What follows belongs to an exercise in optimizing a design on an open flow for small area; a production flow would make more cautious choices.
At most, simulation tests tie the RTL to the original design; equivalence was not proved.
No driver is modelled on the clock port, so clocking that relies on it looks cheaper here than on a real chip.
Power is estimated from default activity; no workload was simulated.

==> build 65: inputs <==
## alu_wb_top
module alu_wb_top (
	input  logic                clk,
	input  logic                reset_,
	input  logic                flush,
	input  logic                issue_valid,
	input  logic [3:0]          issue_op,
	input  logic [31:0]         issue_a,
	input  logic [31:0]         issue_b,
	input  logic [4:0]          issue_rd,
	output logic                issue_ready,
	input  logic                ext_valid,
	input  logic [4:0]          ext_rd,
	input  logic [31:0]         ext_data,
	output logic                commit_valid,
	output logic [4:0]          commit_rd,
	output logic [31:0]         commit_data,
	output logic                exc_valid,
	output logic [1:0]          exc_code,
	input  logic [4:0]          reg_raddr,
	output logic [31:0]         reg_rdata
);
clock: 7.0 ns
lec_check: 0
cap_margin: 0
core_margin: 2
core_utilization: 65
cts_buf_list: sky130_fd_sc_hd__clkbuf_16
cts_cluster_diameter: 100
cts_cluster_size: 30
slew_margin: 0
synth_hierarchical: 1
standard.sh (not shown) runs the stock make flow with config.mk's settings and CLKGATE_MAP_FILE= SYNTH_SCRIPT=/design/flow/synth_recipe.tcl, a recipe that flattens the netlist after the stock synthesis.
==> flow/flow/run.sh <==
#!/bin/bash
# The standard layout, with plain buf_1 cells as the port buffers and no
# dummy loads added by clock tree synthesis.
export BUFFER_PORTS_ARGS="-buffer_cell sky130_fd_sc_hd__buf_1"
export CTS_ARGS="-sink_clustering_enable -repair_clock_nets -sink_clustering_size 30 -sink_clustering_max_diameter 100 -buf_list sky130_fd_sc_hd__clkbuf_16 -dont_use_dummy_load"
bash standard.sh > standard.log 2>&1
==> inputs of trial 60, as changes to build 65 <==
--- a/flow/design.v
+++ b/flow/design.v
@@ -36,76 +36,65 @@
 			         | (p[4*k+2] & p[4*k+1] & p[4*k] & gc[k]);
 		end
 	end
 	assign sum = p ^ c;
 endmodule
 module alu_sel4 (
-	input  logic [3:0] s_n,
+	input  logic [3:0] s,
 	input  logic [3:0] d,
 	output logic       y
 );
-	logic [1:0] h;
-	assign h[0] = ~((s_n[0] | d[0]) & (s_n[1] | d[1]));
-	assign h[1] = ~((s_n[2] | d[2]) & (s_n[3] | d[3]));
-	assign y    = ~|h;
+	assign y = |(s & d);
 endmodule
 module alu_shr4 #(
 	parameter int STEP = 1
 ) (
 	input  logic [DATA_W-1:0]   x,
 	input  logic                fill,
-	input  logic [3:0]          sel_n,              
+	input  logic [3:0]          sel,
 	output logic [DATA_W-1:0]   y
 );
 	for (genvar i = 0; i < DATA_W; i++) begin : g_bit
 		logic [3:0] src;
 		for (genvar k = 0; k < 4; k++) begin : g_src
 			if (i + k*STEP < DATA_W) begin : g_in
 				assign src[k] = x[i + k*STEP];
 			end else begin : g_fill
 				assign src[k] = fill;
 			end
 		end
-		alu_sel4 u_sel (.s_n(sel_n), .d(src), .y(y[i]));
+		alu_sel4 u_sel (.s(sel), .d(src), .y(y[i]));
 	end
 endmodule
 module alu_shr (
 	input  logic [DATA_W-1:0]   x,
 	input  logic                fill,
-	input  logic [3:0]          sh,
+	input  logic [4:0]          sh,
 	output logic [DATA_W-1:0]   y
 );
 	logic [DATA_W-1:0] st1;
-	logic [3:0]        sel1_n;
-	logic [3:0]        sel2_n;
+	logic [DATA_W-1:0] st2;
+	logic [3:0]        sel1;
+	logic [3:0]        sel2;
 	always_comb begin
 		for (int k = 0; k < 4; k++) begin
-			sel1_n[k] = (sh[1:0] != 2'(k));
-			sel2_n[k] = (sh[3:2] != 2'(k));
+			sel1[k] = (sh[1:0] == 2'(k));
+			sel2[k] = (sh[3:2] == 2'(k));
+		end
+	end
+	alu_shr4 #(.STEP(1)) u_st1 (.x(x),   .fill(fill), .sel(sel1), .y(st1));
+	alu_shr4 #(.STEP(4)) u_st2 (.x(st1), .fill(fill), .sel(sel2), .y(st2));
+	always_comb begin
+		for (int i = 0; i < DATA_W; i++) begin
+			y[i] = (i + 16 < DATA_W) ? (sh[4] ? st2[i + 16] : st2[i]) : (sh[4] ? fill : st2[i]);
 		end
 	end
-	alu_shr4 #(.STEP(1)) u_st1 (.x(x),   .fill(fill), .sel_n(sel1_n), .y(st1));
-	alu_shr4 #(.STEP(4)) u_st2 (.x(st1), .fill(fill), .sel_n(sel2_n), .y(y));
-endmodule
-module alu_sel2 (
-	input  logic [1:0] s,
-	input  logic [1:0] d,
-	output logic       y
-);
-	assign y = |(s & d);
-endmodule
-module alu_ybit6 (
-	input  logic [5:0] s,
-	input  logic [5:0] d,
-	output logic       y_n
-);
-	assign y_n = ~|(s & d);
 endmodule
-module alu_ybit7 (
-	input  logic [6:0] s,
-	input  logic [6:0] d,
+module alu_ybit (
+	input  logic [4:0] s,
+	input  logic [4:0] d,
 	output logic       y_n
 );
 	assign y_n = ~|(s & d);
 endmodule
 module alu_unit (
 	input  logic [3:0]          op,
@@ -121,65 +110,49 @@
 	logic [DATA_W-1:0]   p;
 	logic                lt;
 	logic [DATA_W-1:0]   shr_in;
 	logic [DATA_W-1:0]   shr;
 	logic                fill;
 	logic                s_add, s_g, s_p, s_sll, s_sr;
-	logic                s_sr0, s_sr1, s_sl0, s_sl1;
 	assign illegal = op[3] & (op[2] | op[1]);
 	assign sub = op[3] | (op[2:0] == 3'd1);
 	assign bx  = b ^ {DATA_W{sub}};
 	alu_add u_add (
 		.a    (a),
 		.b    (bx),
 		.cin  (sub),
 		.sum  (sum),
 		.g    (g),
 		.p    (p)
 	);
 	assign lt = (a[DATA_W-1] ^ b[DATA_W-1]) ? (op[0] ? b[DATA_W-1] : a[DATA_W-1]) : sum[DATA_W-1];
-	for (genvar i = 0; i < DATA_W; i++) begin : g_rev
-		alu_sel2 u_rev (
-			.s   ({op[1], !op[1]}),
-			.d   ({a[i], a[DATA_W-1-i]}),
-			.y   (shr_in[i])
-		);
+	always_comb begin
+		for (int i = 0; i < DATA_W; i++) begin
+			shr_in[i] = op[1] ? a[i] : a[DATA_W-1-i];
+		end
 	end
 	assign fill = op[1] & op[0] & a[DATA_W-1];
 	alu_shr u_shr (
 		.x    (shr_in),
 		.fill (fill),
-		.sh   (b[3:0]),
+		.sh   (b[4:0]),
 		.y    (shr)
 	);
 	assign s_add = (op[3:1] == 3'd0);
 	assign s_g   = (op[3:1] == 3'd1);                        
 	assign s_p   = (op == 4'd3) | (op == 4'd4);              
 	assign s_sll = (op == 4'd5);
 	assign s_sr  = (op[3:1] == 3'd3);
-	assign s_sr0 = s_sr & !b[4];
-	assign s_sr1 = s_sr & b[4];
-	assign s_sl0 = s_sll & !b[4];
-	assign s_sl1 = s_sll & b[4];
 	for (genvar i = 0; i < DATA_W; i++) begin : g_y
 		if (i == 0) begin : g_lt
-			alu_ybit7 u_y (
-				.s   ({s_add, s_g, s_p, s_sr0, s_sr1, s_sl0, op[3]}),
-				.d   ({sum[i], g[i], p[i], shr[i], shr[i+16], shr[DATA_W-1-i], lt}),
-				.y_n (y_n[i])
-			);
-		end else if (i < 16) begin : g_lo
-			alu_ybit6 u_y (
-				.s   ({s_add, s_g, s_p, s_sr0, s_sr1, s_sl0}),
-				.d   ({sum[i], g[i], p[i], shr[i], shr[i+16], shr[DATA_W-1-i]}),
-				.y_n (y_n[i])
-			);
-		end else begin : g_hi
-			alu_ybit7 u_y (
-				.s   ({s_add, s_g, s_p, s_sr0, s_sr1, s_sl0, s_sl1}),
-				.d   ({sum[i], g[i], p[i], shr[i], fill, shr[DATA_W-1-i], shr[DATA_W-1-i+16]}),
+			assign y_n[i] = ~((s_add & sum[i]) | (s_g & g[i]) | (s_p & p[i])
+			                | (s_sll & shr[DATA_W-1-i]) | (s_sr & shr[i]) | (op[3] & lt));
+		end else begin : g_plain
+			alu_ybit u_y (
+				.s   ({s_add, s_g, s_p, s_sll, s_sr}),
+				.d   ({sum[i], g[i], p[i], shr[DATA_W-1-i], shr[i]}),
 				.y_n (y_n[i])
 			);
 		end
 	end
 endmodule
 `default_nettype wire
@@ -217,22 +190,20 @@
 	logic           cnt2;          
 	logic           cred_ret;      
 	logic           wp;
 	logic           rp;
 	logic           accept;
 	logic           pop;
-	logic           inc;
-	logic           dec;
+	logic [1:0]     cnt_next;
 	assign issue_ready = !(cnt2 | (cnt1 & (res_v | cred_ret)) | (res_v & cred_ret));
 	assign accept      = issue_valid & issue_ready & !flush;
 	assign head_valid  = cnt1;
 	assign pop         = cnt1 & !ext_valid;
-	assign inc = res_v & !pop;
-	assign dec = pop & !res_v;
+	assign cnt_next    = {1'b0, cnt1} + {1'b0, cnt2} + {1'b0, res_v} - {1'b0, pop};
 	assign head_sel = rp;
-	assign slot_we  = {issue_ready & wp, issue_ready & !wp};
+	assign slot_we  = {accept & wp, accept & !wp};
 	for (genvar s = 0; s < 2; s++) begin : g_slot
 		for (genvar j = 0; j < DATA_W; j++) begin : g_bit
 			rf_bit_next u_next (
 				.q    (slot_data[s*DATA_W + j]),
 				.we_n (!slot_we[s]),
 				.wd_n (alu_y_n[j]),
@@ -267,14 +238,14 @@
 			cnt2     <= 1'b0;
 			cred_ret <= 1'b0;
 			wp       <= 1'b0;
 			rp       <= 1'b0;
 		end else begin
 			res_v    <= accept;
-			cnt1     <= cnt2 | (cnt1 & !dec) | inc;
-			cnt2     <= (cnt2 & !dec) | (cnt1 & inc);
+			cnt1     <= (cnt_next != 2'd0);
+			cnt2     <= cnt_next[1];
 			cred_ret <= pop;
 			wp       <= wp ^ accept;
 			rp       <= rp ^ pop;
 		end
 	end
 endmodule
==> flow/flow/run.sh (replaced) <==
#!/bin/bash
# The standard layout, with plain buf_1 cells as the port buffers and a
# power-recovery (downsizing) pass on non-critical cells after CTS.
export BUFFER_PORTS_ARGS="-buffer_cell sky130_fd_sc_hd__buf_1"
export POST_CTS_TCL="$PWD/flow/post_cts.tcl"
bash standard.sh > standard.log 2>&1
==> flow/flow/post_cts.tcl (new file) <==
# Downsize cells that have slack to spare, fix any slew or capacitance
# that leaves too high, then legalize again.
estimate_parasitics -placement
report_design_area
repair_timing -setup -recover_power 100 -verbose
repair_design -slew_margin 10 -cap_margin 10 -verbose
detailed_placement
check_placement -verbose
report_design_area
report_worst_slack -max
report_check_types -max_slew -max_capacitance -violators
==> flow/config.mk (replaced) <==
export PLATFORM = sky130hd
export DESIGN_NAME = alu_wb_top
export DESIGN_NICKNAME = alu_wb_top
export VERILOG_FILES = /design/flow/design.v
export SDC_FILE = /design/flow/constraint.sdc
export NUM_CORES = 4
export LEC_CHECK = 0
export CAP_MARGIN = 0
export CORE_MARGIN = 2
export CORE_UTILIZATION = 65
export CTS_BUF_LIST = sky130_fd_sc_hd__clkbuf_8
export CTS_CLUSTER_DIAMETER = 60
export CTS_CLUSTER_SIZE = 16
export SLEW_MARGIN = 0
export SYNTH_HIERARCHICAL = 1
==> comparison table <==
| quantity | trial 60 | build 65 |
|---|---|---|
| Critical path capture point | reg_rdata[7] | reg_rdata[23] |
| Post-Synthesis Cell Area | 43050 sq um | 42400 sq um |
| Synthesized-area fraction occupied by and/or/nand/nor cells | 14.29% | 14.10% |
| First-pass GRT wire length | 206100 um | 206300 um |
| Floorplan die area | 68300 sq um | 67280 sq um |
| Portion of synthesized cell area occupied by the leading cell type | 50.83% | 51.61% |
| Initial Util | 65.59% | 65.77% |
| Result of the run | finished clean | finished clean |
| Reported net switching power | 4.445 mW | 4.728 mW |
| Total iterations of the first detailed-routing run | 14 | 8 |
| Sequential-to-total area share from yosys stat | 53.93% | 54.76% |
| Worst hold slack across all endpoints | 0.4534 ns | 0.4514 ns |
| Sequential Power Share | 61.1% | 60.9% |
| Combinational Power Share | 17.1% | 19.4% |
| Met3 wirelength from detailed routing | 14370 um | 17150 um |
| HPWL after detailed placement | 81940 um | 84450 um |
| Multi-input gate area in the final layout | 19340 sq um | 18980 sq um |
| GP Congestion | 0.9659 | 0.9594 |
| Average detailed-routed wire length per instance | 23.68 um | 24.38 um |
| Largest vdd supply drop | 287.0 uV | 277.8 uV |
| Synthesis-to-layout area growth | 9.499% | 8.417% |
For trial 60, only the layout was checked, not whether the RTL still works.

[what the ideal ports hide]
No port has a modelled driver above. Below, the same layouts with a new extraction and two added sets of constraints. Step 1 assumes that a clkbuf_16 drives the clock port and a buf_2 every other input. Step 2 also shifts input and output timing later by t, the mid clock arrival at the registers, as if the neighbouring blocks saw the same clock. Slacks: no drivers / after step 1 / after step 2; pairs: no drivers / after step 1.
run	t, ns	setup WS [ns]	slew at the worst register clock pin (ns)	worst data-port slew with drivers (ns)	cell pins on the clock port's net
build 65	0.653	1.398 / 1.314 / 0.998	0.12 / 0.12	0.16	1
trial 60	0.793	1.315 / 1.177 / 0.896	0.11 / 0.11	0.16	1
After both steps setup and hold are still met in every run listed. For trial 60, which loses most, drivers alone change the setup slack by -0.138 ns; drivers and shift together by -0.419 ns.
